Background: an optimization exercise with open tools, aiming at small area, a short achievable clock period and few clock cycles per item. Do not read the settings as production practice. Power and IR drop assume default switching activity.

==> flow/design.v <==
`default_nettype none
package mnps_pkg;
  localparam int DEF_STACK_DEPTH = 16;
  localparam logic FUNC_NOTE_ON  = 1'b0;
  localparam logic FUNC_NOTE_OFF = 1'b1;
  localparam logic [1:0] ACT_NONE    = 2'd0;
  localparam logic [1:0] ACT_START   = 2'd1;
  localparam logic [1:0] ACT_SLIDE   = 2'd2;
  localparam logic [1:0] ACT_RELEASE = 2'd3;
  typedef struct packed {
    logic               func;
    logic        [15:0] note_id;
    logic signed [15:0] note_pitch;
    logic        [15:0] note_velocity;
  } evt_t;
  typedef struct packed {
    logic        [1:0]  action;
    logic        [15:0] voice_id;
    logic signed [15:0] voice_pitch;
    logic        [15:0] voice_velocity;
    logic               overflow;
    logic        [4:0]  held_count;
  } res_t;
  typedef struct packed {
    logic        [15:0] id;
    logic signed [15:0] pitch;
    logic        [15:0] velocity;
  } entry_t;
endpackage
`default_nettype wire
`default_nettype none
module mnps_stack #(
  parameter int STACK_DEPTH = mnps_pkg::DEF_STACK_DEPTH
) (
  input  wire logic                   clk,
  input  wire logic                   rst,
  input  wire logic                   up,
  input  wire logic [STACK_DEPTH-1:0] dn,
  input  wire logic [47:0]            wentry,
  input  wire logic [15:0]            key,
  output logic [STACK_DEPTH-1:0]      eq,
  output logic [STACK_DEPTH-1:0]      valid,
  output logic [47:0]                 ent0,
  output logic [47:0]                 ent1
);
  logic [47:0] mem [0:STACK_DEPTH-1];
  for (genvar i = 0; i < STACK_DEPTH; i++) begin : g_ent
    logic [47:0] below;
    logic [47:0] above;
    logic        vbelow;
    logic        vabove;
    logic        sdn;
    logic        hold;
    if (i == 0) begin : g_first
      assign below  = wentry;
      assign vbelow = 1'b1;
    end else begin : g_mid
      assign below  = mem[i-1];
      assign vbelow = valid[i-1];
    end
    if (i == STACK_DEPTH - 1) begin : g_last
      assign above  = mem[i];
      assign vabove = 1'b0;
    end else begin : g_inner
      assign above  = mem[i+1];
      assign vabove = valid[i+1];
    end
    assign sdn  = dn[i] && !up;
    assign hold = !up && !dn[i];
    always_ff @(posedge clk) begin
      mem[i] <= ({48{up}} & below) | ({48{sdn}} & above) | ({48{hold}} & mem[i]);
    end
    always_ff @(posedge clk) begin
      if (rst) begin
        valid[i] <= 1'b0;
      end else if (up) begin
        valid[i] <= vbelow;
      end else if (dn[i]) begin
        valid[i] <= vabove;
      end
    end
    assign eq[i] = (mem[i][47:32] == key);
  end
  assign ent0 = mem[0];
  assign ent1 = mem[1];
endmodule
`default_nettype wire
`default_nettype none
module mono_note_priority_stack_unit #(
  parameter int STACK_DEPTH = mnps_pkg::DEF_STACK_DEPTH
) (
  input  wire logic           clk,
  input  wire logic           rst,
  input  wire logic           evt_valid,
  output logic                evt_ready,
  input  wire mnps_pkg::evt_t evt,
  output logic                res_valid,
  input  wire logic           res_ready,
  output mnps_pkg::res_t      res
);
  localparam int D = STACK_DEPTH;
  localparam logic [4:0] C_ONE = 5'd1;
  logic        e_v;
  logic        e_func;
  logic [15:0] e_id;
  logic [15:0] e_p;
  logic [15:0] e_vel;
  logic         f_v;
  logic         f_func;
  logic [15:0]  f_id;
  logic [15:0]  f_p;
  logic [15:0]  f_vel;
  logic [D-1:0] f_eq;
  logic [1:0]     oc;
  mnps_pkg::res_t s_res;
  mnps_pkg::res_t n_res;
  logic [4:0]  cnt;
  logic [15:0] sid;
  logic        svld;
  logic          go;
  logic          e_go;
  logic          on;
  logic          full;
  logic          push;
  logic          found;
  logic          rem;
  logic          snd;
  logic          one;
  logic          sel1;
  logic [D-1:0]  eq;
  logic [D-1:0]  eq_n;
  logic [D-1:0]  match;
  logic [D-1:0]  valid;
  logic [D-1:0]  hi;
  logic [D-1:0]  dn;
  logic [47:0]   ent0;
  logic [47:0]   ent1;
  logic [47:0]   top;
  logic [4:0]    cnt_n;
  assign go        = f_v && !oc[1];
  assign e_go      = e_v && (!f_v || !oc[1]);
  assign evt_ready = !e_v || !f_v || !oc[1];
  assign res_valid = (oc != 2'd0);
  assign on    = (f_func == mnps_pkg::FUNC_NOTE_ON);
  assign full  = valid[D-1];
  assign push  = go && on && !full;
  assign match = f_eq & valid;
  assign found = |match;
  assign rem   = go && !on && found;
  always_comb begin
    hi[D-1] = 1'b0;
    for (int i = D - 2; i >= 0; i--) begin
      hi[i] = hi[i+1] | match[i+1];
    end
  end
  assign dn = rem ? ~hi : '0;
  mnps_stack #(
    .STACK_DEPTH (D)
  ) u_stack (
    .clk    (clk),
    .rst    (rst),
    .up     (push),
    .dn     (dn),
    .wentry ({f_id, f_p, f_vel}),
    .key    (e_id),
    .eq     (eq),
    .valid  (valid),
    .ent0   (ent0),
    .ent1   (ent1)
  );
  always_comb begin
    if (push) begin
      eq_n = {eq[D-2:0], (f_id == e_id)};
    end else begin
      for (int i = 0; i < D; i++) begin
        eq_n[i] = dn[i] ? ((i == D - 1) ? 1'b0 : eq[(i == D - 1) ? i : i + 1]) : eq[i];
      end
    end
  end
  assign snd   = svld && (sid == f_id);
  assign one   = !valid[1];
  assign sel1  = !hi[0] && valid[1];
  assign top   = sel1 ? ent1 : ent0;
  assign cnt_n = push ? cnt + C_ONE : rem ? cnt - C_ONE : cnt;
  always_comb begin
    if (on) begin
      n_res = {mnps_pkg::ACT_START, f_id, f_p, f_vel, full, cnt_n};
    end else if (found && snd) begin
      n_res = {(one ? mnps_pkg::ACT_RELEASE : mnps_pkg::ACT_SLIDE), top, 1'b0, cnt_n};
    end else begin
      n_res = {mnps_pkg::ACT_NONE, 48'd0, 1'b0, cnt_n};
    end
  end
  always_ff @(posedge clk) begin
    if (rst) begin
      e_v  <= 1'b0;
      f_v  <= 1'b0;
      oc   <= 2'd0;
      cnt  <= 5'd0;
      svld <= 1'b0;
    end else begin
      if (evt_ready) begin
        e_v <= evt_valid;
      end
      if (!f_v || !oc[1]) begin
        f_v <= e_v;
      end
      oc  <= oc + {1'b0, go} - {1'b0, res_valid && res_ready};
      cnt <= cnt_n;
      if (go && on) begin
        svld <= 1'b1;
      end else if (rem && snd && one) begin
        svld <= 1'b0;
      end
    end
  end
  always_ff @(posedge clk) begin
    if (evt_ready) begin
      e_func <= evt.func;
      e_id   <= evt.note_id;
      e_p    <= evt.note_pitch;
      e_vel  <= evt.note_velocity;
    end
    if (!f_v || !oc[1]) begin
      f_func <= e_func;
      f_id   <= e_id;
      f_p    <= e_p;
      f_vel  <= e_vel;
      f_eq   <= eq_n;
    end
    if (go && on) begin
      sid <= f_id;
    end else if (rem && snd) begin
      sid <= top[47:32];
    end
    if (!oc[1]) begin
      s_res <= n_res;
    end
    if (!res_valid || res_ready) begin
      res <= oc[1] ? s_res : n_res;
    end
  end
endmodule
`default_nettype wire
`default_nettype none
module mnps_top (
  input  wire logic        clk,
  input  wire logic        rst,
  input  wire logic        evt_valid,
  output logic             evt_ready,
  input  wire logic        evt_func,
  input  wire logic [15:0] evt_note_id,
  input  wire logic [15:0] evt_note_pitch,
  input  wire logic [15:0] evt_note_velocity,
  output logic             res_valid,
  input  wire logic        res_ready,
  output logic [1:0]       res_action,
  output logic [15:0]      res_voice_id,
  output logic [15:0]      res_voice_pitch,
  output logic [15:0]      res_voice_velocity,
  output logic             res_overflow,
  output logic [4:0]       res_held_count
);
  mnps_pkg::evt_t evt;
  mnps_pkg::res_t res;
  assign evt = {evt_func, evt_note_id, evt_note_pitch, evt_note_velocity};
  assign res_action         = res.action;
  assign res_voice_id       = res.voice_id;
  assign res_voice_pitch    = res.voice_pitch;
  assign res_voice_velocity = res.voice_velocity;
  assign res_overflow       = res.overflow;
  assign res_held_count     = res.held_count;
  mono_note_priority_stack_unit #(
    .STACK_DEPTH (mnps_pkg::DEF_STACK_DEPTH)
  ) u_unit (
    .clk       (clk),
    .rst       (rst),
    .evt_valid (evt_valid),
    .evt_ready (evt_ready),
    .evt       (evt),
    .res_valid (res_valid),
    .res_ready (res_ready),
    .res       (res)
  );
endmodule
`default_nettype wire
clock: 5.0 ns
lec_check: 0
abc_clock_period_in_ps: 2000
cap_margin: 20
core_margin: 2
core_utilization: 40
setup_slack_margin: 3.0
slew_margin: 20
run.sh (not shown) runs the stock make flow with config.mk's settings and CLKGATE_MAP_FILE= SYNTH_SCRIPT=/design/flow/synth_recipe.tcl, a recipe that flattens the netlist after the stock synthesis.
Then changed:
--- a/flow/design.v
+++ b/flow/design.v
@@ -98,15 +98,10 @@
   input  wire logic           res_ready,
   output mnps_pkg::res_t      res
 );
   localparam int D = STACK_DEPTH;
   localparam logic [4:0] C_ONE = 5'd1;
-  logic        e_v;
-  logic        e_func;
-  logic [15:0] e_id;
-  logic [15:0] e_p;
-  logic [15:0] e_vel;
   logic         f_v;
   logic         f_func;
   logic [15:0]  f_id;
   logic [15:0]  f_p;
   logic [15:0]  f_vel;
@@ -116,11 +111,13 @@
   mnps_pkg::res_t n_res;
   logic [4:0]  cnt;
   logic [15:0] sid;
   logic        svld;
   logic          go;
-  logic          e_go;
+  logic          pop;
+  logic          f_v_n;
+  logic [1:0]    oc_n;
   logic          on;
   logic          full;
   logic          push;
   logic          found;
   logic          rem;
@@ -135,14 +132,14 @@
   logic [D-1:0]  dn;
   logic [47:0]   ent0;
   logic [47:0]   ent1;
   logic [47:0]   top;
   logic [4:0]    cnt_n;
-  assign go        = f_v && !oc[1];
-  assign e_go      = e_v && (!f_v || !oc[1]);
-  assign evt_ready = !e_v || !f_v || !oc[1];
-  assign res_valid = (oc != 2'd0);
+  assign go    = f_v && !oc[1];
+  assign pop   = res_valid && res_ready;
+  assign f_v_n = evt_ready ? evt_valid : f_v;
+  assign oc_n  = oc + {1'b0, go} - {1'b0, pop};
   assign on    = (f_func == mnps_pkg::FUNC_NOTE_ON);
   assign full  = valid[D-1];
   assign push  = go && on && !full;
   assign match = f_eq & valid;
   assign found = |match;
@@ -160,19 +157,19 @@
     .clk    (clk),
     .rst    (rst),
     .up     (push),
     .dn     (dn),
     .wentry ({f_id, f_p, f_vel}),
-    .key    (e_id),
+    .key    (evt.note_id),
     .eq     (eq),
     .valid  (valid),
     .ent0   (ent0),
     .ent1   (ent1)
   );
   always_comb begin
     if (push) begin
-      eq_n = {eq[D-2:0], (f_id == e_id)};
+      eq_n = {eq[D-2:0], (f_id == evt.note_id)};
     end else begin
       for (int i = 0; i < D; i++) begin
         eq_n[i] = dn[i] ? ((i == D - 1) ? 1'b0 : eq[(i == D - 1) ? i : i + 1]) : eq[i];
       end
     end
@@ -191,43 +188,35 @@
       n_res = {mnps_pkg::ACT_NONE, 48'd0, 1'b0, cnt_n};
     end
   end
   always_ff @(posedge clk) begin
     if (rst) begin
-      e_v  <= 1'b0;
-      f_v  <= 1'b0;
-      oc   <= 2'd0;
-      cnt  <= 5'd0;
-      svld <= 1'b0;
+      f_v       <= 1'b0;
+      oc        <= 2'd0;
+      evt_ready <= 1'b1;
+      res_valid <= 1'b0;
+      cnt       <= 5'd0;
+      svld      <= 1'b0;
     end else begin
-      if (evt_ready) begin
-        e_v <= evt_valid;
-      end
-      if (!f_v || !oc[1]) begin
-        f_v <= e_v;
-      end
-      oc  <= oc + {1'b0, go} - {1'b0, res_valid && res_ready};
-      cnt <= cnt_n;
+      f_v       <= f_v_n;
+      oc        <= oc_n;
+      evt_ready <= !f_v_n || !oc_n[1];
+      res_valid <= (oc_n != 2'd0);
+      cnt       <= cnt_n;
       if (go && on) begin
         svld <= 1'b1;
       end else if (rem && snd && one) begin
         svld <= 1'b0;
       end
     end
   end
   always_ff @(posedge clk) begin
     if (evt_ready) begin
-      e_func <= evt.func;
-      e_id   <= evt.note_id;
-      e_p    <= evt.note_pitch;
-      e_vel  <= evt.note_velocity;
-    end
-    if (!f_v || !oc[1]) begin
-      f_func <= e_func;
-      f_id   <= e_id;
-      f_p    <= e_p;
-      f_vel  <= e_vel;
+      f_func <= evt.func;
+      f_id   <= evt.note_id;
+      f_p    <= evt.note_pitch;
+      f_vel  <= evt.note_velocity;
       f_eq   <= eq_n;
     end
     if (go && on) begin
       sid <= f_id;
     end else if (rem && snd) begin
Effect:
- design area drops by 6.3%
- clock-buffer cell count drops by 8
- synthesized cell count barely changes
- setup slack improves by 0.13 ns
- area after synthesis drops by about 4%
- sequential share of layout area stays flat
- routed wire length drops by 4.3%
- cell count drops by about 2%
- hold slack improves by 0.020 ns
- power climbs by about 11%
- maximum frequency climbs by 5.0%
- sequential cell count drops by 48
- utilization drops by 1.5 points
- die area drops by about 4%
No functional check of the RTL was part of any run of this note.

==> port drivers added, routing unchanged <==
Ports are ideal in the flow. The routed layouts listed here were re-timed in OpenROAD. Step 1 assumes that a clkbuf_16 drives the clock port and a buf_2 every other input. Step 2 also shifts input and output timing later by t, the mid clock arrival at the registers, as if the neighbouring blocks saw the same clock. Slacks: ideal ports / drivers / drivers and shift; pairs: ideal ports / drivers.
run | shift t [ns] | setup WS [ns] | pins driven straight from the clock port
the first run | 0.750 | 2.243 / 2.243 / 2.243 | 1
the second run | 0.758 | 2.374 / 2.374 / 1.951 | 1
After both steps setup and hold are still met in every run listed. For the second run, which loses most, drivers alone change the setup slack by 0.000 ns; drivers and shift together by -0.423 ns.
